Background: an optimization exercise with open tools, aiming at small area. Do not read the settings as production practice. Only simulation tests tie the RTL to the original design; equivalence was not proved. Power is estimated from default activity; no workload was simulated.

==> flow/run.sh <==
#!/bin/bash
set -euo pipefail
export BUFFER_PORTS_ARGS="-buffer_cell sky130_fd_sc_hd__buf_1"
bash standard.sh > flow_make.log 2>&1
==> standard.sh <==
#!/bin/bash
# synth_recipe.tcl (not shown) runs the flow's synth.tcl, then flattens the netlist and writes it again
# the make line also repeats each setting of config.mk as NAME=value (left out here)
make -C /OpenROAD-flow-scripts/flow DESIGN_CONFIG=/design/flow/config.mk WORK_HOME=/design/flow/orfs CLKGATE_MAP_FILE= SYNTH_SCRIPT=/design/flow/synth_recipe.tcl "${@:-finish}"
==> config.mk <==
export PLATFORM = sky130hd
export DESIGN_NAME = lc4_core
export DESIGN_NICKNAME = lc4_core
export VERILOG_FILES = /design/flow/design.v
export SDC_FILE = /design/flow/constraint.sdc
export NUM_CORES = 4
export LEC_CHECK = 0
export CAP_MARGIN = 20
export CORE_MARGIN = 2
export CORE_UTILIZATION = 40
export CTS_CLUSTER_DIAMETER = 80
export CTS_CLUSTER_SIZE = 30
export SLEW_MARGIN = 20
export SYNTH_HIERARCHICAL = 1
export SYNTH_MINIMUM_KEEP_SIZE = 0
==> constraint.sdc <==
create_clock -name core_clock -period 5.0 [get_ports {gwe}]
set_input_delay 1.0000 -clock core_clock [delete_from_list [all_inputs] [get_ports {gwe}]]
set_output_delay 1.0000 -clock core_clock [all_outputs]
set_load 0.01 [all_outputs]
==> design.v <==
`timescale 1ns/1ps
module lc4_rd3n (
   input  logic [2:0] i_sel,
   input  logic [2:0] i_d,
   output logic       o_yn
);
   assign o_yn = !(|(i_sel & i_d));
endmodule
module lc4_rdbit (
   input  logic [7:0] i_sel,
   input  logic [7:0] i_d,
   output logic       o_y
);
   logic [1:0] yn;
   lc4_rd3n u_0 (.i_sel(i_sel[2:0]), .i_d(i_d[2:0]), .o_yn(yn[0]));
   lc4_rd3n u_1 (.i_sel(i_sel[5:3]), .i_d(i_d[5:3]), .o_yn(yn[1]));
   assign o_y = !(yn[0] & yn[1]) | (i_sel[6] & i_d[6]) | (i_sel[7] & i_d[7]);
endmodule
module lc4_pgbit (
   input  logic i_a,
   input  logic i_b,      
   input  logic i_nu,     
   input  logic i_im,     
   input  logic i_inv,    
   output logic o_p,
   output logic o_g
);
   logic opb;
   assign opb = ((i_b & i_nu) | i_im) ^ i_inv;
   assign o_p = i_a ^ opb;
   assign o_g = i_a & opb;
endmodule
module lc4_resbit (
   input  logic i_p,
   input  logic i_g,
   input  logic i_c,
   input  logic i_b,
   input  logic i_rd,
   input  logic i_kp,     
   input  logic i_kc,     
   input  logic i_kg,     
   input  logic i_kld,    
   input  logic i_kst,    
   output logic o_r
);
   assign o_r = ((i_p & i_kp) ^ (i_c & i_kc)) | (i_g & i_kg) | (i_rd & i_kld) | (i_b & i_kst);
endmodule
module lc4_cgrp (
   input  logic [3:0] i_p,
   input  logic [3:0] i_g,
   input  logic       i_cin,
   output logic [3:1] o_c,
   output logic       o_gg,
   output logic       o_gp
);
   assign o_c[1] = i_g[0] | (i_p[0] & i_cin);
   assign o_c[2] = i_g[1] | (i_p[1] & o_c[1]);
   assign o_c[3] = i_g[2] | (i_p[2] & o_c[2]);
   assign o_gg   = i_g[3] | (i_p[3] & (i_g[2] | (i_p[2] & (i_g[1] | (i_p[1] & i_g[0])))));
   assign o_gp   = &i_p;
endmodule
module lc4_carry (
   input  logic [15:0] i_p,
   input  logic [15:0] i_g,
   input  logic        i_cin,
   output logic [15:0] o_c    
);
   logic [3:0] gg, gp;
   logic [4:0] cg;            
   assign cg[0] = i_cin;
   assign cg[1] = gg[0] | (gp[0] & i_cin);
   assign cg[2] = gg[1] | (gp[1] & gg[0]) | (gp[1] & gp[0] & i_cin);
   assign cg[3] = gg[2] | (gp[2] & gg[1]) | (gp[2] & gp[1] & gg[0]) | (gp[2] & gp[1] & gp[0] & i_cin);
   assign cg[4] = 1'b0;
   for (genvar k = 0; k < 4; k++) begin : g_grp
      lc4_cgrp u_g (.i_p(i_p[4*k+3:4*k]), .i_g(i_g[4*k+3:4*k]), .i_cin(cg[k]),
                    .o_c(o_c[4*k+3:4*k+1]), .o_gg(gg[k]), .o_gp(gp[k]));
      assign o_c[4*k] = cg[k];
   end
endmodule
module lc4_agu_carry (
   input  logic [5:0] i_p,
   input  logic [5:0] i_g,
   output logic [6:1] o_c
);
   always_comb begin
      for (int k = 1; k <= 6; k++) begin
         logic t, all_p;
         t = 1'b0;
         for (int j = 0; j < k; j++) begin
            all_p = 1'b1;
            for (int m = j + 1; m < k; m++) all_p = all_p & i_p[m];
            t = t | (i_g[j] & all_p);
         end
         o_c[k] = t;
      end
   end
endmodule
module lc4_agu_hibit (
   input  logic i_a,
   input  logic i_ones,
   input  logic i_zeros,
   input  logic i_inc,
   input  logic i_dec,
   output logic o_y
);
   assign o_y = i_a ^ ((i_inc & i_ones) | (i_dec & i_zeros));
endmodule
module lc4_agu (
   input  logic [15:0] i_a,
   input  logic [5:0]  i_off,
   output logic [15:0] o_addr
);
   logic [5:0] p, g;
   logic [6:0] c;
   logic [9:0] ones, zeros;  
   logic       inc, dec;
   assign p = i_a[5:0] ^ i_off;
   assign g = i_a[5:0] & i_off;
   assign c[0] = 1'b0;
   lc4_agu_carry u_c (.i_p(p), .i_g(g), .o_c(c[6:1]));
   assign o_addr[5:0] = p ^ c[5:0];
   assign inc = c[6] & !i_off[5];
   assign dec = !c[6] & i_off[5];
   always_comb begin
      for (int i = 0; i < 10; i++) begin
         ones[i]  = 1'b1;
         zeros[i] = 1'b1;
         for (int j = 0; j < i; j++) begin
            ones[i]  = ones[i] & i_a[j+6];
            zeros[i] = zeros[i] & !i_a[j+6];
         end
      end
   end
   for (genvar i = 0; i < 10; i++) begin : g_hi
      lc4_agu_hibit u_hi (.i_a(i_a[i+6]), .i_ones(ones[i]), .i_zeros(zeros[i]),
                          .i_inc(inc), .i_dec(dec), .o_y(o_addr[i+6]));
   end
endmodule
module lc4_core #(
   parameter logic [15:0] RESET_PC = 16'h8200  
) (
   input  logic        gwe,
   input  logic        i_rst,
   output logic [15:0] o_imem_addr,
   input  logic [15:0] i_imem_insn,
   output logic [15:0] o_dmem_addr,
   input  logic [15:0] i_dmem_rdata,
   output logic        o_dmem_we,
   output logic [15:0] o_dmem_wdata,
   output logic [15:0] o_wb_pc,
   output logic [15:0] o_wb_insn,
   output logic        o_wb_reg_we,
   output logic [2:0]  o_wb_reg_sel,
   output logic [15:0] o_wb_reg_data,
   output logic        o_wb_dmem_we,
   output logic [15:0] o_wb_dmem_addr,
   output logic [15:0] o_wb_dmem_data
);
   logic [15:0] pc;                  
   logic [15:2] pc4;                 
   logic [15:2] pre;                 
   logic [15:0] d_insn, x_insn, m_insn, w_insn;
   logic [2:0]  m_rt;                
   logic        m_use_rs;            
   logic        w_valid;             
   logic        m_valid;             
   logic [15:0] regs [8];
   logic [15:0] w_addr, w_data;
   always_ff @(posedge gwe) begin
      if (i_rst) pc <= RESET_PC - 16'd4;
      else begin
         pc[1:0] <= pc[1:0] + 2'd1;
         if (pc[1] && pc[0]) pc[15:2] <= pc4;
      end
      d_insn  <= i_imem_insn;
      x_insn  <= d_insn;
      m_insn  <= x_insn;
      w_insn  <= m_insn;
      m_rt    <= (x_insn[15:12] == 4'b0111) ? x_insn[11:9] : x_insn[2:0];
      m_use_rs <= x_insn[15:12] != 4'b1001;
      w_valid <= !i_rst && m_valid;
   end
   always_comb begin
      pre[2] = 1'b1;
      for (int i = 3; i < 16; i++) pre[i] = pre[i-1] & pc[i-1];
   end
   assign pc4 = pc[15:2] ^ pre;
   assign m_valid = w_valid || (pc[1] && pc[0]);
   assign o_imem_addr = {pc4, pc[1:0]};
   logic [3:0] m_op;
   logic       m_arith, m_logic, m_ldr, m_str, m_const, m_we, m_mem;
   assign m_op    = m_insn[15:12];
   assign m_arith = m_op == 4'b0001;
   assign m_logic = m_op == 4'b0101;
   assign m_ldr   = m_op == 4'b0110;
   assign m_str   = m_op == 4'b0111;
   assign m_const = m_op == 4'b1001;
   assign m_mem   = m_valid && !i_rst && (m_ldr || m_str);
   assign m_we    = m_valid && ((m_arith && (m_insn[5] || !m_insn[3])) ||
                                m_logic || m_ldr || m_const);
   logic       use_b, use_imm, inv, kp, kc, kg, kld, kst;
   logic       reg_form;
   assign reg_form = !m_insn[5] && (m_arith || m_logic);
   assign use_imm = m_insn[5] || m_ldr || m_str || m_const;
   assign use_b   = !use_imm && !(m_logic && m_insn[4:3] == 2'b01);  
   assign inv     = reg_form && (m_arith ? m_insn[4] : (m_insn[4:3] == 2'b01));  
   assign kp      = !i_rst && (m_arith || m_const || (m_logic && !m_insn[5] && m_insn[4:3] != 2'b00));
   assign kc      = !i_rst && m_arith;
   assign kg      = !i_rst && m_logic && (m_insn[5] || m_insn[4:3] == 2'b00 || m_insn[4:3] == 2'b10);
   assign kld     = !i_rst && m_ldr;
   assign kst     = !i_rst && m_str;
   logic [15:0] imm;
   always_comb begin
      if (m_const)            imm = {{7{m_insn[8]}}, m_insn[8:0]};
      else if (m_ldr || m_str) imm = {{10{m_insn[5]}}, m_insn[5:0]};
      else                    imm = {{11{m_insn[4]}}, m_insn[4:0]};
   end
   logic [7:0]  sel_a, sel_b;
   for (genvar j = 0; j < 8; j++) begin : g_dec
      assign sel_a[j] = m_use_rs && m_insn[8:6] == 3'(j);
      assign sel_b[j] = m_rt == 3'(j);
   end
   logic [15:0] a, b, p, g, c, addr, res;
   for (genvar i = 0; i < 16; i++) begin : g_bit
      logic [7:0] col;
      for (genvar j = 0; j < 8; j++) begin : g_col
         assign col[j] = regs[j][i];
      end
      lc4_rdbit u_ra (.i_sel(sel_a), .i_d(col), .o_y(a[i]));
      lc4_rdbit u_rb (.i_sel(sel_b), .i_d(col), .o_y(b[i]));
      lc4_pgbit u_pg (.i_a(a[i]), .i_b(b[i]), .i_nu(use_b), .i_im(use_imm && imm[i]),
                      .i_inv(inv), .o_p(p[i]), .o_g(g[i]));
      lc4_resbit u_res (.i_p(p[i]), .i_g(g[i]), .i_c(c[i]), .i_b(b[i]), .i_rd(i_dmem_rdata[i]),
                        .i_kp(kp), .i_kc(kc), .i_kg(kg), .i_kld(kld), .i_kst(kst), .o_r(res[i]));
   end
   lc4_carry u_carry (.i_p(p), .i_g(g), .i_cin(inv), .o_c(c));
   lc4_agu u_agu (.i_a(a), .i_off(m_insn[5:0]), .o_addr(addr));
   always_ff @(posedge gwe) begin
      for (int i = 0; i < 8; i++)
         if (i_rst || (m_we && m_insn[11:9] == 3'(i))) regs[i] <= res;
   end
   assign o_dmem_addr  = m_mem ? addr : 16'd0;
   assign o_dmem_we    = m_valid && m_str;
   assign o_dmem_wdata = (m_valid && m_str) ? b : 16'd0;
   always_ff @(posedge gwe) begin
      w_addr <= o_dmem_addr;    
      w_data <= res;
   end
   logic [3:0]  w_op;
    assign w_op = w_insn[15:12];
   assign o_wb_pc        = {pc[15] & w_valid, pc[14:9], pc[8:0] & {9{w_valid}}};
   assign o_wb_insn      = w_valid ? w_insn : 16'd0;
   assign o_wb_reg_we    = w_valid && ((w_op == 4'b0001 && (w_insn[5] || !w_insn[3])) ||
                                       w_op == 4'b0101 || w_op == 4'b0110 || w_op == 4'b1001);
   assign o_wb_reg_sel   = w_insn[11:9];
   assign o_wb_reg_data  = w_data;
   assign o_wb_dmem_we   = w_valid && w_op == 4'b0111;
   assign o_wb_dmem_addr = w_addr;
   assign o_wb_dmem_data = (w_valid && (w_op == 4'b0110 || w_op == 4'b0111)) ? w_data : 16'd0;
endmodule
==> results of run 1 <==
## through the flow
| stage | cell area (um^2) | cells | power (mW) |
|---|---|---|---|
| global placement | 11800 | 1351 | 2.99 |
| CTS | 12300 | 1374 | 4.44 |
| detailed placement | 11800 | 1351 | 2.99 |
| global route | 12400 | 1375 | 4.60 |
| floorplan | 10600 | 848 | 2.77 |
| finish | 12400 | 1375 | 4.43 |
## metal layers
metal | up-vias | track usage, %
met2 | 450 | 31.9
met4 | 0 | 7.72
met5 | - | 0
met1 | 3782 | 28.6
met3 | 58 | 3.23
li1 | 3679 | -
## power breakdown
part | internal [mW] | switching [mW] | leakage [nW] | total (mW)
registers | 2.25 | 0.0782 | 2.29 | 2.32
logic | 0.233 | 0.400 | 2.11 | 0.634
clock network | 0.748 | 0.718 | 0.269 | 1.47
## sequential cells by signal, summed over array words and instances (netlist names)
name      flops
m_rt          3
x_insn       16
w_data       16
d_insn       16
m_insn       16
m_use_rs      1
w_insn       16
regs        128
w_addr       16
pc           16
w_valid       1
## worst paths after layout
check | depth (start not counted) | slack [ps] | end
worst max-delay path | 15 | 280 | o_dmem_addr[13]
worst min-delay path | 0 | 330 | x_insn[6]
worst max register to register | 17 | 590 | regs[3][15]
worst min register to register | 0 | 330 | x_insn[6]
## area by class of cell
class	count	area, um^2
Clock inverter	7	180
Multi-Input combinational cell	566	4280
Sequential cell	245	6190
Timing Repair Buffer	197	877
Inverter	9	33.8
Clock buffer	16	379
Tap cell	335	419
Fill cell	2324	13700
## worst reg2reg max path: stages, from the launching register on
cell and delay [ps]:
dfxtp_1 520, and4bb_1 330, a21o_1 220, nor2_2 270, o31a_1 190, buf_4 300
a21oi_2 100, xnor2_1 150, ha_1 360, a21oi_1 190, o21ai_1 90, a21o_1 210
a31o_1 250, a21o_1 190, a31o_1 250, nand2_1 80, xnor2_1 110, nand2_1 250
## placed cells by master (no fill, tap or decap), types with 31 or more instances in the layout
master,n
a222oi_1,80
nor2_1,31
ha_1,35
nand2_1,61
xnor2_1,43
nand3_1,33
dfxtp_1,117
buf_1,167
edfxtp_1,128
a22oi_1,32
and2_1,77
## timing repair
action / 4_1_cts / 5_1_grt
cloned: 0 / 0
buffers inserted: 0 / 1
setup endpoints to repair: 10 / 10
resized for setup: 1 / 1
==> reports/qor.yml, run 1 <==
routed_wl_mm: 29.4
cap_violations: 0
clkTransAtPathRegs_ps: 110
nets: 1102
r2r-start: "m_insn[14]"
cts_buffers: 14
hp-start: "d_insn[6]"
routabilityCongestion: 0.857
synth_cells: 847
setup_slack_ps: 276
antenna_found_initial: 1
ant_nets: 0
routed-wl-met3_mm: 2.79
fin_worst_skew_ps: 16.8
yosys_warnings: 10
place_hpwl_mm: 20.5
crit_path_end_kind: "primary output"
status: "complete, no violations"
avgSynthCellArea_um2: 12.6
min_period_ps: 4720
holdWs_ps: 330
grt_pass1_vias: 7560
cts_tree: "yes"
wl_per_cell_um: 21.4
h-tree-depth: 1
clock_sinks: 245
via_per_inst: 5.80
setup_tns_ps: 0
crit_family: "simple AND/OR/NAND/NOR gates"
cp_num_buf_inv: 3
clk_latency_ps: 500
drcViolationCount: 0
crit_path_max_incr_delay_ps: 460
holdCritPathClass: "flip-flop to flip-flop"
rsz0062_at_grt: "no"
cp-start-kind: "flip-flop"
grt_max_degree: 32
vias: 7969
drive_above_1_share_pct: 9.62
initial_core_util_pct: 40.8
hold_buffers: 0
crit_fanout: 11
fp.dieW_um: 167
area.growth.synth_to_final_pct: 16.2
power.density_mw_per_mm2: 358
post-route-util_pct: 47.4
io_pins: 168
cts.path.max_buffers: 3
post-place-ws_ps: 310
setup_violations: 0
fmax_mhz: 212
path_cells: "nand2b_1, nor2_1, buf_4, a222oi_1, nand3_1, ha_1, and4_1, a21oi_1, o21ai_1, nor2b_4, buf_12, a22oi_2, xnor2_1, and2_1, buf_1"
slowest_stage: "dfxtp_1"
grt_pass1_wl_mm: 44.4
netlist_area_mm2: 0.0106
portBuffers: 167
required_ps: 4000
rows: 59
post-route-period-util_pct: 94.5
top_layer: "met4"
dieArea_mm2: 0.0279
track_usage_pct: 20.4
critPathKind: "flip-flop to primary output"
die_h_um: 167
tightest_slew_ps: 1040
n_antenna_cell: 0
met1_length_mm: 12.6
gr-total-overflow: 0
setup.worst_path.start: "m_insn[7]"
drtIter0Drc: 1111
critPathArrivalTime_ps: 3720
irDropWorstVdd_mv: 0.264
detail_route.first_pass.iterations: 10
total_leakage_power_nw: 4.67
cts_root_buf: "clkbuf_16"
slew_headroom_pct: 30.7
final-hold-violation-count: 0
coreArea_mm2: 0.0261
slew_violations: 0
wl_met2_mm: 13.1
==> run 2, diff against run 1 <==
--- a/config.mk
+++ b/config.mk
@@ -9,5 +9,5 @@
 export CORE_MARGIN = 2
-export CORE_UTILIZATION = 40
-export CTS_CLUSTER_DIAMETER = 80
-export CTS_CLUSTER_SIZE = 30
+export CORE_UTILIZATION = 55
+export CTS_CLUSTER_DIAMETER = 120
+export CTS_CLUSTER_SIZE = 25
 export SLEW_MARGIN = 20
==> reports/qor.yml, run 2 <==
min_period_ps: 4810  # was 4720 ps
holdCritPathClass: "flip-flop to flip-flop"  # unchanged
power.density_mw_per_mm2: 342  # was 358 mW/mm^2
ant_nets: 0  # unchanged
fillers: 1485  # was 2,324
slew_headroom_pct: 23.4  # was 30.7%
final_cell_mix: "buf_1 (167), edfxtp_1 (128), dfxtp_1 (117)"  # unchanged
clkTransAtPathRegs_ps: 100  # was 110 ps
rows: 50  # was 59
n_antenna_cell: 0  # unchanged
via_per_inst: 6.18  # was 5.80
worstReg2RegEnd: "regs[2][14]"  # was regs[3][15]
grt_max_degree: 29  # was 32
total_leakage_power_nw: 4.57  # was 4.67 nW
fmax_mhz: 208  # was 212 MHz
place_hpwl_mm: 20.2  # was 20.5 mm
critPathArrivalTime_ps: 3810  # was 3720 ps
multi_input_area_mm2: 0.00428  # about the same
antenna_found_initial: 0  # was 1
drcViolationCount: 0  # unchanged
post-route-period-util_pct: 96.2  # was 94.5%
cts_tree: "yes"  # unchanged
clock_sinks: 245  # unchanged
fin_worst_skew_ps: 13.1  # was 16.8 ps
cts.path.max_buffers: 3  # unchanged
worst-r2r-setup-slack_ps: 520  # was 590 ps
slew_violations: 0  # unchanged
status: "complete, no violations"  # unchanged
vias: 8006  # was 7,969
cts_root_buf: "clkbuf_16"  # unchanged
worst-r2r-cell-count: 16  # was 17
post-route-util_pct: 64.0  # was 47.4%
irDropWorstVdd_mv: 0.359  # was 0.264 mV
power.total_mw: 4.13  # was 4.43 mW
drive_above_1_share_pct: 8.60  # was 9.62%
cp-start-kind: "flip-flop"  # unchanged
r2r-start: "m_insn[14]"  # unchanged
routabilityCongestion: 0.906  # was 0.857
grt_pass1_vias: 7507  # was 7,560
dp_cells: 1271  # was 1,351
die_h_um: 143  # was 167 um
detail_route.first_pass.iterations: 10  # unchanged
postLayoutCellArea_mm2: 0.0121  # was 0.0124 mm^2
initial_core_util_pct: 56.5  # was 40.8%
stdcell_count: 1295  # was 1,375
portBuffers: 167  # unchanged
clk_latency_ps: 480  # was 500 ps
setup_violations: 0  # unchanged
ff_latch_area_mm2: 0.00619  # unchanged
avgSynthCellArea_um2: 12.6  # unchanged
largest_reg_flops: 128  # unchanged
setup_slack_ps: 188  # was 276 ps
cap_violations: 0  # unchanged
layout_commonest_cell: "buf_1"  # unchanged
area.growth.synth_to_final_pct: 13.3  # was 16.2%
required_ps: 4000  # about the same
tightest_slew_ps: 1140  # was 1040 ps
crit_path_end_kind: "primary output"  # unchanged
setup.worst_path.start: "m_insn[8]"  # was m_insn[7]
wl_per_cell_um: 22.4  # was 21.4 um
drtIter0Drc: 1149  # was 1,111
io_pins: 168  # unchanged
coreArea_mm2: 0.0188  # was 0.0261 mm^2
yosys_warnings: 10  # unchanged
gr-total-overflow: 0  # unchanged
crit_fanout: 16  # was 11
post-place-ws_ps: 256  # was 310 ps
fp.dieW_um: 143  # was 167 um
final-hold-violation-count: 0  # unchanged
cts_buffers: 13  # was 14
synth_cells: 847  # unchanged
track_usage_pct: 27.8  # was 20.4%
dieArea_mm2: 0.0205  # was 0.0279 mm^2
placed_area_mm2: 0.0116  # was 0.0118 mm^2
top_register: "regs"  # unchanged
grt_pass1_wl_mm: 42.9  # was 44.4 mm
h-tree-depth: 1  # unchanged
crit_path_end: "o_dmem_addr[15]"  # was o_dmem_addr[13]
nets: 1097  # was 1,102
critPathKind: "flip-flop to primary output"  # unchanged
netlist_area_mm2: 0.0106  # unchanged
routed_wl_mm: 29.0  # was 29.4 mm
## run 2: layout make-up
| cell class | instances | share of cell area, % |
|---|---|---|
| repair buffers | 193 | 6.92 |
| multi-input cells | 566 | 35.5 |
| clock buffers | 20 | 3.00 |
| inverters | 9 | 0.280 |
| flip-flops and latches | 245 | 51.3 |
| clock inverters | 2 | 0.322 |
| well taps | 260 | 2.70 |
## run 2: per-stage QoR
stage,TNS [ps],hold slack [ps]
after floorplan,0,310
after global placement,0,310
after detailed placement,0,314
after CTS,0,336
after global routing,-5.83,339
final,0,334
## run 2: what timing repair did
action                                  in CTS  in global routing
pin swaps                                    0                  4
hold buffers                                 0                  0
resized for setup                            1                  1
endpoints found under the setup margin      10                 10
setup buffers                                0                  2
## run 2: worst max-delay path, cell delays in order (launching register included)
cell and delay [ps]:
dfxtp_1 380, nand2b_1 210, nor2_1 70, buf_4 220, a222oi_1 370, nand3_1 250
ha_1 390, a21o_1 210, a21oi_1 120, o21ai_1 140, nor2b_4 160, buf_12 170
a22oi_2 190, xnor2_1 130, and2_1 160, buf_1 160
## run 2: how the worst min path moves through the flow
stage          slack (ps)  startpoint        end  cells past startpoint
6_report              330   d_insn[0]  x_insn[0]                      0
5_1_grt               340   d_insn[0]  x_insn[0]                      0
4_1_cts               340   d_insn[0]  x_insn[0]                      0
3_5_place_dp          310   x_insn[3]  m_insn[3]                      0
3_3_place_gp          310   d_insn[7]  x_insn[7]                      0
2_1_floorplan         310   x_insn[3]  m_insn[3]                      0
## run 2: power by group
part / internal [mW] / switching (mW) / total, mW
sequential: 2.25 / 0.0750 / 2.32
clock: 0.561 / 0.613 / 1.17
combinational: 0.230 / 0.405 / 0.635
total: 3.04 / 1.09 / 4.13
## run 2: layer usage
metal | global-route usage, % | wire, um
met3 | 5.20 | 3050
met2 | 45.7 | 13600
met1 | 38.1 | 11800
met5 | 0 | 0
met4 | 7.30 | 539
==> run 3, diff against run 2 <==
--- a/config.mk
+++ b/config.mk
@@ -9,3 +9,3 @@
 export CORE_MARGIN = 2
-export CORE_UTILIZATION = 55
+export CORE_UTILIZATION = 40
 export CTS_CLUSTER_DIAMETER = 120
==> reports/qor.yml, run 3 <==
status: "complete, no violations"  # unchanged
setup_tns_ps: 0  # unchanged
routabilityCongestion: 0.857  # was 0.906
h-tree-depth: 1  # unchanged
final-hold-violation-count: 0  # unchanged
via_per_inst: 5.78  # was 6.18
n_antenna_cell: 0  # unchanged
rows: 59  # was 50
yosys_warnings: 10  # unchanged
nets: 1100  # was 1,097
largest_reg_flops: 128  # unchanged
crit_family: "simple AND/OR/NAND/NOR gates"  # was compound AO/OA/AOI/OAI gates
crit_path_end_kind: "primary output"  # unchanged
initial_core_util_pct: 40.8  # was 56.5%
irDropWorstVdd_mv: 0.198  # was 0.359 mV
holdCritPathClass: "flip-flop to flip-flop"  # unchanged
cts_root_buf: "clkbuf_16"  # unchanged
holdWs_ps: 325  # was 334 ps
worst-r2r-cell-count: 17  # was 16
drive_above_1_share_pct: 8.78  # was 8.60%
coreArea_mm2: 0.0261  # was 0.0188 mm^2
die_h_um: 167  # was 143 um
min_to: "x_insn[14]"  # was x_insn[0]
dieArea_mm2: 0.0279  # was 0.0205 mm^2
portBuffers: 167  # unchanged
cp_num_buf_inv: 2  # was 3
postLayoutCellArea_mm2: 0.0121  # about the same
fmax_mhz: 215  # was 208 MHz
cap_violations: 0  # unchanged
netlist_area_mm2: 0.0106  # unchanged
cts.path.max_buffers: 3  # unchanged
setup_slack_ps: 346  # was 188 ps
crit_fanout: 16  # unchanged
min_delay_path_depth: 0  # unchanged
routed_wl_mm: 29.3  # was 29.0 mm
cts_tree: "yes"  # unchanged
tightest_slew_ps: 1040  # was 1140 ps
io_pins: 168  # unchanged
post-route-util_pct: 46.6  # was 64.0%
worst-r2r-setup-slack_ps: 620  # was 520 ps
rsz0062_at_grt: "no"
fillers: 2353  # was 1,485
post-place-ws_ps: 310  # was 256 ps
drcViolationCount: 0  # unchanged
ff_latch_area_mm2: 0.00619  # unchanged
final_cell_mix: "buf_1 (167), edfxtp_1 (128), dfxtp_1 (117)"  # unchanged
track_usage_pct: 20.3  # was 27.8%
detail_route.first_pass.iterations: 10  # unchanged
grt_pass1_vias: 7605  # was 7,507
layout_commonest_cell: "buf_1"  # unchanged
crit_path_max_incr_delay_ps: 450  # was 390 ps
place_hpwl_mm: 20.5  # was 20.2 mm
synth_cells: 847  # unchanged
total_leakage_power_nw: 4.56  # was 4.57 nW
min_period_ps: 4650  # was 4810 ps
cts_buffers: 13  # unchanged
post_cts_buffers: 0  # unchanged
top_register: "regs"  # unchanged
clock_sinks: 245  # unchanged
slew_headroom_pct: 31.0  # was 23.4%
critPathKind: "flip-flop to primary output"  # unchanged
grt_max_degree: 32  # was 29
cp-start-kind: "flip-flop"  # unchanged
avgSynthCellArea_um2: 12.6  # unchanged
required_ps: 4000  # about the same
grt_pass1_wl_mm: 44.4  # was 42.9 mm
vias: 7924  # was 8,006
area.growth.synth_to_final_pct: 14.1  # was 13.3%
drtIter0Drc: 1052  # was 1,149
path_cells: "nand2b_1, nor2_1, buf_4, a222oi_1, nand3_1, ha_1, and4_1, a21oi_1, o21ai_1, nor2b_4, a22oi_2, xnor2_1, and2_1, buf_1"  # was nand2b_1, nor2_1, buf_4, a222oi_1, nand3_1, ha_1, a21o_1, a21oi_1, o21ai_1, nor2b_4, buf_12, a22oi_2, xnor2_1, and2_1, buf_1
slowest_stage: "dfxtp_1"  # was ha_1
critPathArrivalTime_ps: 3650  # was 3810 ps
clk_latency_ps: 480  # about the same
slew_violations: 0  # unchanged
post-route-period-util_pct: 93.1  # was 96.2%
hp-start: "d_insn[14]"  # was d_insn[0]
antenna_found_initial: 1  # was 0
r2r-start: "m_insn[14]"  # unchanged
gr-total-overflow: 0  # unchanged
power.density_mw_per_mm2: 333  # was 342 mW/mm^2
worstReg2RegEnd: "regs[6][15]"  # was regs[2][14]
clkTransAtPathRegs_ps: 100  # about the same
fin_worst_skew_ps: 27.9  # was 13.1 ps
fp.dieW_um: 167  # was 143 um
placed_area_mm2: 0.0118  # was 0.0116 mm^2
wl_per_cell_um: 21.4  # was 22.4 um
ant_nets: 0  # unchanged
setup_violations: 0  # unchanged
multi_input_area_mm2: 0.00428  # about the same
[run 3: cell type report]
class                      count  share of cell area [%]
clock inverter                 1                  0.0516
tap                          335                    3.45
clock buffer                  19                    2.87
multi-input combinational    566                    35.3
inverter                       9                   0.278
sequential                   245                    51.0
timing repair buffer         196                    7.06
[run 3: how the worst max path moves through the flow]
| stage | endpoint | start | cells after the start | slack, ps |
|---|---|---|---|---|
| finish | o_dmem_addr[13] | m_insn[6] | 14 | 350 |
| global route | o_dmem_addr[8] | m_insn[6] | 14 | 4 |
| CTS | o_dmem_addr[13] | m_insn[6] | 14 | 130 |
| detailed placement | o_dmem_addr[13] | m_insn[6] | 14 | 310 |
| global placement | o_dmem_addr[14] | m_insn[8] | 14 | 380 |
| floorplan | o_dmem_addr[6] | m_insn[8] | 12 | 490 |
[run 3: layer usage]
layer	vias up	routed length (um)	global-route usage, %
met5	-	0	0
met4	0	911	7.38
met3	54	2660	3.30
met2	437	13000	32.1
met1	3766	12700	28.4
li1	3667	-	-
[run 3: per-stage QoR]
step                      total power [mW]  cells
final                                 4.04   1371
after detailed placement              2.99   1351
after floorplan                       2.77    848
after CTS                             4.07   1371
after global routing                  4.22   1371
after global placement                2.99   1351
[run 3: report_power, final]
group	switching (mW)	internal [mW]
registers	0.0780	2.25
clock network	0.601	0.491
logic	0.400	0.230
[run 3: worst reg2reg max path: stages (launching register included)]
cell	delay, ps
dfxtp_1	510
and4bb_1	320
a21o_1	210
nor2_2	270
o31a_1	190
buf_4	290
a21oi_2	100
xnor2_1	150
ha_1	360
a21oi_1	190
o21ai_1	90
a21o_1	220
a31o_1	250
a21o_1	190
a31o_1	240
nand2_1	80
xnor2_1	110
nand2_1	250
[run 3: timing repair]
item	CTS	global route
gates resized for setup	1	1
hold buffers	0	0
setup endpoints to repair	10	10
pin swaps	0	0
hold endpoints to repair	0	0
==> run 4, diff against run 3 <==
==> flow/run.sh (replaced) <==
#!/bin/bash
set -euo pipefail
export BUFFER_PORTS_ARGS="-buffer_cell sky130_fd_sc_hd__buf_1"
export CTS_ARGS="-sink_clustering_enable -repair_clock_nets -sink_clustering_size 30 -sink_clustering_max_diameter 100 -dont_use_dummy_load"
bash standard.sh > flow_make.log 2>&1
--- a/config.mk
+++ b/config.mk
@@ -10,4 +10,4 @@
 export CORE_UTILIZATION = 40
-export CTS_CLUSTER_DIAMETER = 120
-export CTS_CLUSTER_SIZE = 25
+export CTS_CLUSTER_DIAMETER = 100
+export CTS_CLUSTER_SIZE = 30
 export SLEW_MARGIN = 20
==> reports/qor.yml, run 4 <==
status: "complete, no violations"  # unchanged
path_cells: "nand2b_1, nor3_1, buf_12, a222oi_1, nand3_1, ha_1, and4_1, a21oi_1, o21ai_1, nor2b_4, a22oi_2, xnor2_1, and2_1, buf_1"  # was nand2b_1, nor2_1, buf_4, a222oi_1, nand3_1, ha_1, and4_1, a21oi_1, o21ai_1, nor2b_4, a22oi_2, xnor2_1, and2_1, buf_1
fp.dieW_um: 167  # unchanged
holdCritPathClass: "flip-flop to flip-flop"  # unchanged
track_usage_pct: 20.3  # about the same
fmax_mhz: 213  # was 215 MHz
drcViolationCount: 0  # unchanged
grt_pass1_wl_mm: 44.4  # about the same
crit_fanout: 16  # unchanged
total_leakage_power_nw: 4.54  # was 4.56 nW
initial_core_util_pct: 40.8  # unchanged
cts_root_buf: "clkbuf_16"  # unchanged
gr-total-overflow: 0  # unchanged
multi_input_area_mm2: 0.00428  # unchanged
drtIter0Drc: 1111  # was 1,052
cts_buffers: 12  # was 13
fillers: 2359  # was 2,353
grt_util_met2_pct: 32.0  # was 32.1%
dieArea_mm2: 0.0279  # unchanged
crit_path_end_kind: "primary output"  # unchanged
grt_pass1_vias: 7536  # was 7,605
cp-start-kind: "flip-flop"  # unchanged
largest_reg_flops: 128  # unchanged
grt_busiest_layer: "met2"  # unchanged
post-route-period-util_pct: 93.9  # was 93.1%
post-route-util_pct: 46.4  # was 46.6%
routed_wl_mm: 29.5  # was 29.3 mm
slew_violations: 0  # unchanged
rsz0062_at_grt: "no"  # unchanged
routabilityCongestion: 0.857  # unchanged
final-hold-violation-count: 0  # unchanged
met3_usage_pct: 3.04  # was 3.30%
netlist_area_mm2: 0.0106  # unchanged
hold_buffers: 0  # unchanged
critPathArrivalTime_ps: 3700  # was 3650 ps
antenna_found_initial: 1  # unchanged
min_period_ps: 4700  # was 4650 ps
nets: 1099  # was 1,100
slowest_stage: "ha_1"  # was dfxtp_1
ff_latch_area_mm2: 0.00619  # unchanged
h-tree-depth: 1  # unchanged
avgSynthCellArea_um2: 12.6  # unchanged
layout_commonest_cell: "buf_1"  # unchanged
required_ps: 4000  # about the same
top_register: "regs"  # unchanged
detail_route.first_pass.iterations: 8  # was 10
die_h_um: 167  # unchanged
area.growth.synth_to_final_pct: 13.5  # was 14.1%
wl_per_cell_um: 21.6  # was 21.4 um
via_per_inst: 5.82  # was 5.78
post-place-ws_ps: 310  # unchanged
cts_tree: "yes"  # unchanged
tightest_slew_ps: 1030  # was 1040 ps
crit_path_max_incr_delay_ps: 400  # was 450 ps
setup_slack_ps: 304  # was 346 ps
io_pins: 168  # unchanged
irDropWorstVdd_mv: 0.266  # was 0.198 mV
ant_nets: 0  # unchanged
cap_violations: 0  # unchanged
yosys_warnings: 10  # unchanged
critPathKind: "flip-flop to primary output"  # unchanged
grt_use_met1_pct: 28.5  # was 28.4%
power.total_mw: 3.97  # was 4.04 mW
synth_cells: 847  # unchanged
cts.path.max_buffers: 3  # unchanged
vias: 7927  # was 7,924
post_cts_buffers: 0  # unchanged
coreArea_mm2: 0.0261  # unchanged
power.density_mw_per_mm2: 329  # was 333 mW/mm^2
fin_worst_skew_ps: 33.5  # was 27.9 ps
rows: 59  # unchanged
drive_above_1_share_pct: 8.66  # was 8.78%
clk_latency_ps: 490  # was 480 ps
clkTransAtPathRegs_ps: 110  # was 100 ps
final_cell_mix: "buf_1 (167), edfxtp_1 (128), dfxtp_1 (117)"  # unchanged
grt_max_degree: 32  # unchanged
setup_violations: 0  # unchanged
place_hpwl_mm: 20.5  # unchanged
setup_tns_ps: 0  # unchanged
slew_headroom_pct: 31.6  # was 31.0%
clock_sinks: 245  # unchanged
n_antenna_cell: 0  # unchanged
portBuffers: 167  # unchanged
run 4: path summary, 6_finish.rpt:
| path | startpoint | to | slack [ps] | cells past startpoint |
|---|---|---|---|---|
| max | m_insn[8] | o_dmem_addr[13] | 300 | 14 |
| min | d_insn[13] | x_insn[13] | 330 | 0 |
| max reg2reg | m_insn[14] | regs[3][15] | 630 | 17 |
| min reg2reg | d_insn[13] | x_insn[13] | 330 | 0 |
run 4: cell type report:
cell class              count  area share (%)
clock buffers              12            2.49
repair buffers            196            7.10
multi-input cells         566            35.5
flip-flops and latches    245            51.2
inverters                   9           0.280
well taps                 335            3.47
run 4: stage by stage:
stage                     instance area [um^2]  cells  hold slack, ps
after floorplan                          10600    848             310
after global placement                   11800   1351             311
after detailed placement                 11800   1351             314
after CTS                                12100   1363             334
after global routing                     12100   1363             341
final                                    12100   1363             332
run 4: power by group:
part | switching (mW) | total, mW | internal, mW
clock | 0.583 | 1.02 | 0.435
sequential | 0.0783 | 2.32 | 2.25
combinational | 0.400 | 0.630 | 0.230
run 4: metal layers:
layer | vias to the layer above | wire (um)
met1 | 3781 | 12800
met3 | 54 | 2580
met5 | - | 0
met2 | 436 | 13100
li1 | 3656 | -
met4 | 0 | 917
run 4: worst max-delay path, delay by kind of cell, from the launching register on:
family          cells  cell delay (ps)
xor+xnor            1              130
fa+ha+maj           1              400
flops               1              390
buf+inv             2              330
compound gates      4              650
simple gates        6             1290
run 4: repair_timing:
item	CTS	global route
endpoints found under the setup margin	10	10
resized for setup	1	1
endpoints found under the hold margin	0	0
==> run 5, diff against run 4 <==
==> flow/run.sh (replaced) <==
#!/bin/bash
set -euo pipefail
export BUFFER_PORTS_ARGS="-buffer_cell sky130_fd_sc_hd__buf_1"
export CTS_ARGS="-sink_clustering_enable -repair_clock_nets -sink_clustering_size 25 -sink_clustering_max_diameter 120 -dont_use_dummy_load"
export RECOVER_POWER=100
bash standard.sh > flow_make.log 2>&1
--- a/config.mk
+++ b/config.mk
@@ -10,4 +10,4 @@
 export CORE_UTILIZATION = 40
-export CTS_CLUSTER_DIAMETER = 100
-export CTS_CLUSTER_SIZE = 30
+export CTS_CLUSTER_DIAMETER = 120
+export CTS_CLUSTER_SIZE = 25
 export SLEW_MARGIN = 20
==> reports/qor.yml, run 5 <==
status: "finished with violations"  # was complete, no violations
so_faults: "capacitance limit, slew limit"
sw_frac_of_total_pct: 26.4  # was 26.7%
slew_headroom_pct: -40.6  # was 31.6%
track_usage_pct: 20.3  # about the same
required_ps: 4000  # about the same
cts_root_buf: "clkbuf_16"  # unchanged
fillers: 2369  # was 2,359
r2r-start: "m_insn[14]"  # unchanged
grt_pass1_vias: 7566  # was 7,536
setup_violations: 0  # unchanged
clkTransAtPathRegs_ps: 90  # was 110 ps
die_h_um: 167  # unchanged
total_leakage_power_nw: 4.47  # was 4.54 nW
hp-start: "d_insn[14]"  # was d_insn[13]
worst-r2r-cell-count: 17  # unchanged
rows: 59  # unchanged
largest_reg_flops: 128  # unchanged
holdCritPathClass: "flip-flop to flip-flop"  # unchanged
hold_buffers: 0  # unchanged
cap_violations: 2  # was 0
initial_core_util_pct: 40.8  # unchanged
slew_violations: 50  # was 0
drive_above_1_share_pct: 7.39  # was 8.66%
detail_route.first_pass.iterations: 9  # was 8
vias: 7884  # was 7,927
fmax_mhz: 214  # was 213 MHz
cts_tree: "yes"  # unchanged
path_cells: "nand2b_1, nor2_1, buf_4, a222oi_1, nand3_1, ha_1, and4_1, a21oi_1, o21ai_0, nor2b_4, a22oi_1, xnor2_1, and2_0, buf_1"  # was nand2b_1, nor3_1, buf_12, a222oi_1, nand3_1, ha_1, and4_1, a21oi_1, o21ai_1, nor2b_4, a22oi_2, xnor2_1, and2_1, buf_1
io_pins: 168  # unchanged
place_hpwl_mm: 20.5  # unchanged
top_register: "regs"  # unchanged
cts.path.max_buffers: 3  # unchanged
tightest_slew_ps: 2100  # was 1030 ps
h-tree-depth: 1  # unchanged
avgSynthCellArea_um2: 12.6  # unchanged
crit_family: "simple AND/OR/NAND/NOR gates"  # unchanged
via_per_inst: 5.78  # was 5.82
crit_path_end_kind: "primary output"  # unchanged
worst-r2r-setup-slack_ps: 420  # was 630 ps
multi_input_area_mm2: 0.00422  # was 0.00428 mm^2
routed_wl_mm: 29.3  # was 29.5 mm
clock_sinks: 245  # unchanged
slowest_stage: "dfxtp_1"  # was ha_1
yosys_warnings: 10  # unchanged
min_delay_path_depth: 0  # unchanged
final_cell_mix: "buf_1 (167), edfxtp_1 (128), dfxtp_1 (117)"  # unchanged
clk_latency_ps: 480  # was 490 ps
drtIter0Drc: 1103  # was 1,111
ant_nets: 0  # unchanged
p_seq_share_pct: 58.1  # was 58.5%
grt_pass1_wl_mm: 44.4  # about the same
area.growth.synth_to_final_pct: 13.1  # was 13.5%
cp_num_buf_inv: 2  # unchanged
crit_path_max_incr_delay_ps: 460  # was 400 ps
ff_latch_area_mm2: 0.00619  # unchanged
layout_commonest_cell: "buf_1"  # unchanged
dieArea_mm2: 0.0279  # unchanged
cts_buffers: 13  # was 12
post-route-period-util_pct: 93.6  # was 93.9%
drcViolationCount: 0  # unchanged
grt_max_degree: 32  # unchanged
routabilityCongestion: 0.857  # unchanged
cp-start-kind: "flip-flop"  # unchanged
irDropWorstVdd_mv: 0.198  # was 0.266 mV
power.density_mw_per_mm2: 332  # was 329 mW/mm^2
min_period_ps: 4680  # was 4700 ps
post-route-util_pct: 46.2  # was 46.4%
synth_cells: 847  # unchanged
fp.dieW_um: 167  # unchanged
min_to: "x_insn[14]"  # was x_insn[13]
critPathArrivalTime_ps: 3680  # was 3700 ps
netlist_area_mm2: 0.0106  # unchanged
rsz0062_at_grt: "no"  # unchanged
internal_power_mw: 2.94  # was 2.91 mW
portBuffers: 167  # unchanged
setup_tns_ps: 0  # unchanged
final-hold-violation-count: 0  # unchanged
power_frac_clock_pct: 26.4  # was 25.6%
gr-total-overflow: 0  # unchanged
post_cts_buffers: 0  # unchanged
antenna_found_initial: 1  # unchanged
crit_fanout: 11  # was 16
worstReg2RegEnd: "regs[6][15]"  # was regs[3][15]
fin_worst_skew_ps: 30.1  # was 33.5 ps
switchingPower_mw: 1.06  # about the same
wl_per_cell_um: 21.5  # was 21.6 um
nets: 1100  # was 1,099
coreArea_mm2: 0.0261  # unchanged
combPwrFrac_pct: 15.5  # was 15.9%
n_antenna_cell: 0  # unchanged
critPathKind: "flip-flop to primary output"  # unchanged
[run 5: power by group through the flow]
stage / Clock (mW) / Combinational [mW] / Sequential (mW)
finish: 1.05 / 0.620 / 2.32
global route: 1.16 / 0.677 / 2.34
CTS: 1.09 / 0.625 / 2.32
detailed placement: 0 / 0.620 / 2.37
global placement: 0 / 0.618 / 2.37
floorplan: 0 / 0.431 / 2.34
[run 5: cell type report]
| cell class | count | area share, % |
|---|---|---|
| clock buffers | 13 | 2.70 |
| inverters | 9 | 0.281 |
| repair buffers | 196 | 7.06 |
| flip-flops and latches | 245 | 51.4 |
| multi-input cells | 566 | 35.0 |
| well taps | 335 | 3.48 |
[run 5: what timing repair did]
item	CTS	global route
gates cloned	0	0
setup endpoints to repair	10	10
hold endpoints to repair	0	0
gates resized for setup	1	1
[run 5: per-layer routing]
metal  up-vias  GRT usage, %  wire (um)
met3        53          3.11       2710
met4         0          6.93        896
met1      3745          28.5      12600
met2       427          32.3      13200
met5         -             0          0
li1       3659             -          -
[run 5: worst max-delay path by stage]
| stage | end | depth (start not counted) | slack (ps) | startpoint |
|---|---|---|---|---|
| after detailed placement | o_dmem_addr[13] | 14 | 310 | m_insn[6] |
| after global placement | o_dmem_addr[14] | 14 | 380 | m_insn[8] |
| after global routing | o_dmem_addr[8] | 14 | 10 | m_insn[6] |
| after CTS | o_dmem_addr[13] | 14 | 130 | m_insn[6] |
| after floorplan | o_dmem_addr[6] | 12 | 490 | m_insn[8] |
| final | o_dmem_addr[15] | 14 | 320 | m_insn[7] |
[run 5: stage by stage]
step | hold WS [ps] | instance area (um^2) | power (mW) | std cells | setup slack (ps)
after floorplan | 310 | 10600 | 2.77 | 848 | 492
after global placement | 311 | 11800 | 2.99 | 1351 | 381
after detailed placement | 314 | 11800 | 2.99 | 1351 | 310
after CTS | 333 | 12100 | 4.03 | 1364 | 134
after global routing | 344 | 12000 | 4.17 | 1364 | 11.7
final | 327 | 12000 | 4.00 | 1364 | 318
==> run 6, diff against run 5 <==
--- a/flow/run.sh
+++ b/flow/run.sh
@@ -4,3 +4,2 @@
 export CTS_ARGS="-sink_clustering_enable -repair_clock_nets -sink_clustering_size 25 -sink_clustering_max_diameter 120 -dont_use_dummy_load"
-export RECOVER_POWER=100
 bash standard.sh > flow_make.log 2>&1
--- a/config.mk
+++ b/config.mk
@@ -12,2 +12,3 @@
 export CTS_CLUSTER_SIZE = 25
+export GPL_TIMING_DRIVEN = 0
 export SLEW_MARGIN = 20
==> reports/qor.yml, run 6 <==
cts_tree: "yes"  # unchanged
avgSynthCellArea_um2: 12.6  # unchanged
slew_headroom_pct: 29.6  # was -40.6%
cap_violations: 0  # was 2
tightest_slew_ps: 1060  # was 2100 ps
setup.worst_path.start: "m_insn[8]"  # was m_insn[7]
dieArea_mm2: 0.0279  # unchanged
top_register: "regs"  # unchanged
total_leakage_power_nw: 4.68  # was 4.47 nW
crit_path_end_kind: "primary output"  # unchanged
antenna_found_initial: 0  # was 1
fillers: 2345  # was 2,369
power.density_mw_per_mm2: 326  # was 332 mW/mm^2
drive_above_1_share_pct: 12.4  # was 7.39%
stdcell_count: 1383  # was 1,364
critPathArrivalTime_ps: 3850  # was 3680 ps
r2r-start: "m_insn[14]"  # unchanged
fp.dieW_um: 167  # unchanged
min_period_ps: 4850  # was 4680 ps
largest_reg_flops: 128  # unchanged
dp_cells: 1363  # was 1,351
layout_commonest_cell: "buf_1"  # unchanged
fmax_mhz: 206  # was 214 MHz
irDropWorstVdd_mv: 0.247  # was 0.198 mV
routed-wl-met3_mm: 2.29  # was 2.71 mm
final-hold-violation-count: 0  # unchanged
die_h_um: 167  # unchanged
synth_cells: 847  # unchanged
grt_pass1_wl_mm: 42.8  # was 44.4 mm
cts_root_buf: "clkbuf_16"  # unchanged
coreArea_mm2: 0.0261  # unchanged
drcViolationCount: 0  # unchanged
cp-start-kind: "flip-flop"  # unchanged
area.growth.synth_to_final_pct: 16.5  # was 13.1%
wl_per_cell_um: 21.1  # was 21.5 um
io_pins: 168  # unchanged
worst-r2r-setup-slack_ps: 300  # was 420 ps
detail_route.first_pass.iterations: 7  # was 9
post-route-util_pct: 47.6  # was 46.2%
n_antenna_cell: 0  # unchanged
via_per_inst: 5.68  # was 5.78
wl_met2_mm: 13.9  # was 13.2 mm
grt_max_degree: 26  # was 32
met1_length_mm: 12.3  # was 12.6 mm
final_cell_mix: "buf_1 (167), edfxtp_1 (128), dfxtp_1 (114)"  # was buf_1 (167), edfxtp_1 (128), dfxtp_1 (117)
clock_sinks: 245  # unchanged
netlist_area_mm2: 0.0106  # unchanged
drtIter0Drc: 1058  # was 1,103
h-tree-depth: 1  # unchanged
worst-r2r-cell-count: 17  # unchanged
ant_nets: 0  # unchanged
critPathKind: "flip-flop to primary output"  # unchanged
cts_buffers: 13  # unchanged
yosys_warnings: 10  # unchanged
required_ps: 4000  # about the same
fin_worst_skew_ps: 25.1  # was 30.1 ps
post-route-period-util_pct: 97.0  # was 93.6%
slew_violations: 0  # was 50
hp-start: "x_insn[6]"  # was d_insn[14]
clkTransAtPathRegs_ps: 90  # about the same
place_hpwl_mm: 20.6  # was 20.5 mm
vias: 7850  # was 7,884
gr-total-overflow: 0  # unchanged
holdCritPathClass: "flip-flop to flip-flop"  # unchanged
min_delay_path_depth: 0  # unchanged
cts.path.max_buffers: 3  # unchanged
status: "complete, no violations"  # was finished with violations
rows: 59  # unchanged
top_layer: "met4"  # unchanged
min_to: "m_insn[6]"  # was x_insn[14]
portBuffers: 167  # unchanged
track_usage_pct: 19.8  # was 20.3%
setup_violations: 0  # unchanged
worstReg2RegEnd: "regs[1][15]"  # was regs[6][15]
crit_fanout: 10  # was 11
routed_wl_mm: 29.2  # was 29.3 mm
nets: 1119  # was 1,100
grt_pass1_vias: 7238  # was 7,566
clk_latency_ps: 480  # about the same
routabilityCongestion: 0.814  # was 0.857
initial_core_util_pct: 40.8  # unchanged
==> run 6: routing by layer <==
metal | track usage (%) | vias up
met2 | 33.8 | 363
li1 | - | 3700
met1 | 25.9 | 3746
met5 | 0 | -
met3 | 3.30 | 41
met4 | 6.18 | 0
==> run 6: metrics by stage <==
stage	hold WS, ps	setup WS (ps)	instance area [um^2]	total power, mW	TNS, ps
finish	321	152	12400	4.04	0
floorplan	310	492	10600	2.77	0
CTS	325	28.8	12300	4.06	0
global placement	311	-1280	11700	2.96	-55430
detailed placement	312	-84.2	11900	2.98	-186
global route	336	-1.35	12400	4.21	-1.35
==> run 6: worst max-delay path by stage <==
stage | end | slack, ps | cells after the start
3_5_place_dp | o_dmem_addr[15] | -80 | 13
4_1_cts | o_dmem_addr[15] | 30 | 14
2_1_floorplan | o_dmem_addr[6] | 490 | 12
5_1_grt | o_dmem_addr[15] | -1 | 15
3_3_place_gp | o_dmem_addr[15] | -1280 | 13
6_report | o_dmem_addr[15] | 150 | 15
==> run 6: layout make-up <==
cell class	count	area, um^2	area share [%]
timing repair buffer	187	807	6.51
sequential	245	6190	49.9
buffer	28	184	1.48
multi-input combinational	566	4440	35.8
clock buffer	13	325	2.62
inverter	9	33.8	0.273
tap	335	419	3.38
==> run 6: where the power goes <==
part           leakage [nW]  switching, mW  total, mW  internal (mW)
logic                  2.23          0.409      0.654          0.245
clock network         0.160          0.601       1.07          0.469
registers              2.29         0.0718       2.32           2.25
total                  4.68           1.08       4.04           2.96
==> run 6: repair_timing <==
item / in CTS / in global routing
resized for setup: 15 / 11
hold buffers: 0 / 0
pin swaps: 0 / 10
setup endpoints to repair: 10 / 10
buffers inserted: 1 / 6
==> run 6: critical path, stage by stage (launching register included) <==
cell	delay, ps
dfxtp_2	380
nand2b_4	210
nor3_4	100
buf_6	170
a222oi_1	430
nand3_1	280
ha_4	330
a21o_1	190
a21oi_2	150
o21ai_1	120
nor2b_4	160
buf_12	170
a22oi_2	230
xnor2_1	140
and2_1	160
buf_1	150
==> run 7, diff against run 6 <==
--- a/flow/run.sh
+++ b/flow/run.sh
@@ -4,2 +4,3 @@
 export CTS_ARGS="-sink_clustering_enable -repair_clock_nets -sink_clustering_size 25 -sink_clustering_max_diameter 120 -dont_use_dummy_load"
+export REMOVE_ABC_BUFFERS=1
 bash standard.sh > flow_make.log 2>&1
--- a/config.mk
+++ b/config.mk
@@ -12,3 +12,2 @@
 export CTS_CLUSTER_SIZE = 25
-export GPL_TIMING_DRIVEN = 0
 export SLEW_MARGIN = 20
==> reports/qor.yml, run 7 <==
vias: 7936  # was 7,850
clkTransAtPathRegs_ps: 90  # about the same
routabilityCongestion: 0.838  # was 0.814
rows: 59  # unchanged
slew_headroom_pct: 30.0  # was 29.6%
crit_path_end_kind: "primary output"  # unchanged
h-tree-depth: 1  # unchanged
largest_reg_flops: 128  # unchanged
fin_worst_skew_ps: 17.2  # was 25.1 ps
netlist_area_mm2: 0.0106  # unchanged
slew_violations: 0  # unchanged
antenna_found_initial: 1  # was 0
cts_buffers: 13  # unchanged
critPathKind: "flip-flop to primary output"  # unchanged
portBuffers: 167  # unchanged
fp.dieW_um: 167  # unchanged
coreArea_mm2: 0.0261  # unchanged
critPathArrivalTime_ps: 3730  # was 3850 ps
required_ps: 4000  # about the same
dieArea_mm2: 0.0279  # unchanged
grt_pass1_vias: 7628  # was 7,238
cts.path.max_buffers: 3  # unchanged
fillers: 2373  # was 2,345
min_period_ps: 4730  # was 4850 ps
placed_area_mm2: 0.0118  # was 0.0119 mm^2
synth_cells: 847  # unchanged
layout_commonest_cell: "buf_1"  # unchanged
track_usage_pct: 20.7  # was 19.8%
gr-total-overflow: 0  # unchanged
post-route-period-util_pct: 94.7  # was 97.0%
clock_sinks: 245  # unchanged
grt_max_degree: 28  # was 26
setup_violations: 0  # unchanged
total_leakage_power_nw: 4.56  # was 4.68 nW
tightest_slew_ps: 1050  # was 1060 ps
power.density_mw_per_mm2: 332  # was 326 mW/mm^2
drcViolationCount: 0  # unchanged
die_h_um: 167  # unchanged
cp-start-kind: "flip-flop"  # unchanged
setup_tns_ps: 0  # unchanged
avgSynthCellArea_um2: 12.6  # unchanged
area.growth.synth_to_final_pct: 13.9  # was 16.5%
via_per_inst: 5.82  # was 5.68
initial_core_util_pct: 40.8  # unchanged
ant_nets: 0  # unchanged
drive_above_1_share_pct: 8.66  # was 12.4%
io_pins: 168  # unchanged
irDropWorstVdd_mv: 0.290  # was 0.247 mV
nets: 1099  # was 1,119
n_antenna_cell: 0  # unchanged
power.total_mw: 4.02  # was 4.04 mW
post-route-util_pct: 46.5  # was 47.6%
routed_wl_mm: 29.7  # was 29.2 mm
status: "complete, no violations"  # unchanged
cts_root_buf: "clkbuf_16"  # unchanged
cts_tree: "yes"  # unchanged
top_register: "regs"  # unchanged
clk_latency_ps: 480  # about the same
yosys_warnings: 10  # unchanged
postLayoutCellArea_mm2: 0.0121  # was 0.0124 mm^2
place_hpwl_mm: 20.5  # was 20.6 mm
crit_fanout: 16  # was 10
fmax_mhz: 211  # was 206 MHz
holdCritPathClass: "flip-flop to flip-flop"  # unchanged
hold_buffers: 0  # unchanged
final_cell_mix: "buf_1 (167), edfxtp_1 (128), dfxtp_1 (117)"  # was buf_1 (167), edfxtp_1 (128), dfxtp_1 (114)
cap_violations: 0  # unchanged
grt_pass1_wl_mm: 45.0  # was 42.8 mm
drtIter0Drc: 996  # was 1,058
wl_per_cell_um: 21.8  # was 21.1 um
final-hold-violation-count: 0  # unchanged
detail_route.first_pass.iterations: 10  # was 7
run 7: report_power, final:
part           switching (mW)  internal [mW]
Combinational           0.403          0.233
Clock                   0.591          0.469
Sequential             0.0761           2.25
run 7: final cells by class:
type / count / area (um^2) / share of cell area, %
Clock buffer: 13 / 325 / 2.69
Timing Repair Buffer: 195 / 850 / 7.01
Multi-Input combinational cell: 566 / 4300 / 35.5
Tap cell: 335 / 419 / 3.46
Sequential cell: 245 / 6190 / 51.1
Inverter: 9 / 33.8 / 0.279
run 7: layer usage:
metal / up-vias / track usage, % / wire (um)
li1: 3663 / - / -
met4: 0 / 5.10 / 563
met3: 54 / 2.38 / 2750
met2: 454 / 33.5 / 13600
met5: - / 0 / 0
met1: 3765 / 29.7 / 12900
run 7: final timing paths:
| path | start | end | slack (ps) | cells past startpoint |
|---|---|---|---|---|
| setup / recovery | m_insn[6] | o_dmem_addr[15] | 270 | 15 |
| hold / removal | d_insn[9] | x_insn[9] | 330 | 0 |
| setup reg to reg | m_rt[2] | regs[0][15] | 620 | 15 |
| hold reg to reg | d_insn[9] | x_insn[9] | 330 | 0 |
run 7: repair_timing:
action,CTS,global route
setup endpoints to repair,10,10
buffers inserted,0,1
gates cloned,0,0
pin swaps,0,0
gates resized for setup,1,1
run 7: critical path, stage by stage (launching register included):
cell and delay, ps:
dfxtp_1 460, nand2b_1 160, nor2_1 50, buf_4 200, a222oi_1 370, nand3_1 220
ha_1 380, and4_1 210, a21oi_1 140, o21ai_1 110, nor2b_4 150, buf_12 160
a22oi_2 180, xnor2_1 120, and2_1 160, buf_1 160
run 7: per-stage QoR:
step	instances	hold WS, ps	setup WS [ps]
after global placement	1349	312	358
after detailed placement	1349	312	239
after floorplan	820	310	-1790
after CTS	1362	334	61.6
after global routing	1363	340	-3.75
final	1363	334	267
==> run 8, diff against run 7 <==
--- a/flow/run.sh
+++ b/flow/run.sh
@@ -4,3 +4,2 @@
 export CTS_ARGS="-sink_clustering_enable -repair_clock_nets -sink_clustering_size 25 -sink_clustering_max_diameter 120 -dont_use_dummy_load"
-export REMOVE_ABC_BUFFERS=1
 bash standard.sh > flow_make.log 2>&1
==> reports/qor.yml, run 8 <==
track_usage_pct: 20.3  # was 20.7%
rsz0062_at_grt: "no"
hold_buffers: 0  # unchanged
cts_buffers: 13  # unchanged
clkTransAtPathRegs_ps: 90  # about the same
path_cells: "nand2b_1, nor2_1, buf_4, a222oi_1, nand3_1, ha_1, a21o_1, a21oi_1, o21ai_1, nor2b_4, a22oi_2, xnor2_1, and2_1, buf_1"  # was nand2b_1, nor2_1, buf_4, a222oi_1, nand3_1, ha_1, and4_1, a21oi_1, o21ai_1, nor2b_4, buf_12, a22oi_2, xnor2_1, and2_1, buf_1
clock_sinks: 245  # unchanged
critPathArrivalTime_ps: 3650  # was 3730 ps
crit_family: "simple AND/OR/NAND/NOR gates"  # unchanged
grt_pass1_vias: 7566  # was 7,628
drive_above_1_share_pct: 8.75  # was 8.66%
initial_core_util_pct: 40.8  # unchanged
setup_slack_ps: 347  # was 267 ps
nets: 1100  # was 1,099
crit_fanout: 16  # unchanged
antenna_found_initial: 1  # unchanged
gr-total-overflow: 0  # unchanged
place_hpwl_mm: 20.5  # about the same
cts_root_buf: "clkbuf_16"  # unchanged
cts.path.max_buffers: 3  # unchanged
rows: 59  # unchanged
largest_reg_flops: 128  # unchanged
die_h_um: 167  # unchanged
yosys_warnings: 10  # unchanged
fmax_mhz: 215  # was 211 MHz
fp.dieW_um: 167  # unchanged
total_leakage_power_nw: 4.55  # was 4.56 nW
dp_cells: 1351  # was 1,349
coreArea_mm2: 0.0261  # unchanged
tightest_slew_ps: 1030  # was 1050 ps
layout_commonest_cell: "buf_1"  # unchanged
power.density_mw_per_mm2: 331  # was 332 mW/mm^2
cts_tree: "yes"  # unchanged
stdcell_count: 1364  # was 1,363
via_per_inst: 5.84  # was 5.82
fillers: 2357  # was 2,373
final_cell_mix: "buf_1 (167), edfxtp_1 (128), dfxtp_1 (117)"  # unchanged
io_pins: 168  # unchanged
avgSynthCellArea_um2: 12.6  # unchanged
routabilityCongestion: 0.857  # was 0.838
slew_violations: 0  # unchanged
drcViolationCount: 0  # unchanged
netlist_area_mm2: 0.0106  # unchanged
dieArea_mm2: 0.0279  # unchanged
h-tree-depth: 1  # unchanged
status: "complete, no violations"  # unchanged
critPathKind: "flip-flop to primary output"  # unchanged
holdCritPathClass: "flip-flop to flip-flop"  # unchanged
top_register: "regs"  # unchanged
crit_path_max_incr_delay_ps: 450  # was 460 ps
synth_cells: 847  # unchanged
portBuffers: 167  # unchanged
clk_latency_ps: 480  # about the same
post-place-ws_ps: 310  # was 239 ps
grt_pass1_wl_mm: 44.4  # was 45.0 mm
cap_violations: 0  # unchanged
min_period_ps: 4650  # was 4730 ps
vias: 7961  # was 7,936
fin_worst_skew_ps: 30.3  # was 17.2 ps
irDropWorstVdd_mv: 0.199  # was 0.290 mV
ant_nets: 0  # unchanged
routed_wl_mm: 29.4  # was 29.7 mm
cp_num_buf_inv: 2  # was 3
setup_tns_ps: 0  # unchanged
detail_route.first_pass.iterations: 8  # was 10
grt_max_degree: 32  # was 28
slew_headroom_pct: 31.5  # was 30.0%
crit_path_end_kind: "primary output"  # unchanged
post-route-period-util_pct: 93.1  # was 94.7%
final-hold-violation-count: 0  # unchanged
n_antenna_cell: 0  # unchanged
area.growth.synth_to_final_pct: 13.8  # was 13.9%
setup_violations: 0  # unchanged
required_ps: 4000  # about the same
wl_per_cell_um: 21.5  # was 21.8 um
cp-start-kind: "flip-flop"  # unchanged
drtIter0Drc: 1060  # was 996
holdWs_ps: 327  # was 334 ps
slowest_stage: "dfxtp_1"  # unchanged
## run 8: timing repair
item,4_1_cts,5_1_grt
gates cloned,0,0
endpoints found under the setup margin,10,10
resized for setup,1,1
setup buffers,0,0
## run 8: layout make-up
class | count | area [um^2] | area share (%)
Inverter | 9 | 33.8 | 0.279
Timing Repair Buffer | 196 | 857 | 7.08
Multi-Input combinational cell | 566 | 4280 | 35.4
Clock buffer | 13 | 325 | 2.69
Tap cell | 335 | 419 | 3.46
Sequential cell | 245 | 6190 | 51.1
## run 8: where the power goes
| group | internal [mW] | leakage, nW | switching, mW |
|---|---|---|---|
| Clock | 0.469 | 0.160 | 0.588 |
| Combinational | 0.230 | 2.10 | 0.399 |
| Sequential | 2.25 | 2.29 | 0.0781 |
| Total | 2.95 | 4.55 | 1.06 |
## run 8: layer usage
metal	global-route usage, %	wire, um
met5	0	0
met4	6.93	913
met3	3.11	2690
met2	32.3	13200
met1	28.5	12600
## run 8: worst paths after layout
check / from / depth (start not counted) / slack [ps] / to
worst max-delay path: m_insn[6] / 14 / 350 / o_dmem_addr[13]
worst min-delay path: d_insn[14] / 0 / 330 / x_insn[14]
worst max register to register: m_insn[14] / 17 / 630 / regs[6][15]
worst min register to register: d_insn[14] / 0 / 330 / x_insn[14]
## run 8: through the flow
stage	cell area, um^2	utilization, %	total power [mW]
final	12100	46.4	4.01
after global routing	12100	46.4	4.18
after CTS	12100	46.4	4.03
after detailed placement	11800	45.2	2.99
after global placement	11800	45.2	2.99
after floorplan	10600	-	2.77
## run 8: worst reg2reg max path, stage by stage (launching register included)
cell and delay [ps]:
dfxtp_1 500, and4bb_1 330, a21o_1 220, nor2_2 270, o31a_1 190, buf_4 290, a21oi_2 100, xnor2_1 150
ha_1 360, a21oi_1 200, o21ai_1 90, a21o_1 210, a31o_1 250, a21o_1 190, a31o_1 250, nand2_1 80
xnor2_1 110, nand2_1 250

[what the ideal ports hide]
In the flow no input, the clock included, has a driving cell. The finished layouts below were timed again as built, in two steps. Step 1: set_driving_cell puts a clkbuf_16 on gwe and a buf_2 on each other input, an assumption about the parent block. Step 2, shift: input delay + t, output delay - t, t = (earliest + latest rising clock arrival at the registers) / 2. This alone moves slack from input paths to output paths. Three values: ideal ports, drivers, drivers and shift; two values: the first two.
run | t (ns) | slack for setup (ns) | worst slew at a driven data input, ns
run 1 | 0.540 | 0.276 / 0.225 / 0.589 | 0.04
run 2 | 0.522 | 0.188 / 0.143 / 0.520 | 0.05
run 3 | 0.512 | 0.346 / 0.301 / 0.622 | 0.04
run 4 | 0.521 | 0.304 / 0.257 / 0.628 | 0.04
run 5 | 0.512 | 0.318 / 0.272 / 0.422 | 0.04
run 6 | 0.514 | 0.152 / 0.108 / 0.299 | 0.04
run 7 | 0.518 | 0.267 / 0.218 / 0.615 | 0.05
run 8 | 0.514 | 0.347 / 0.301 / 0.627 | 0.04
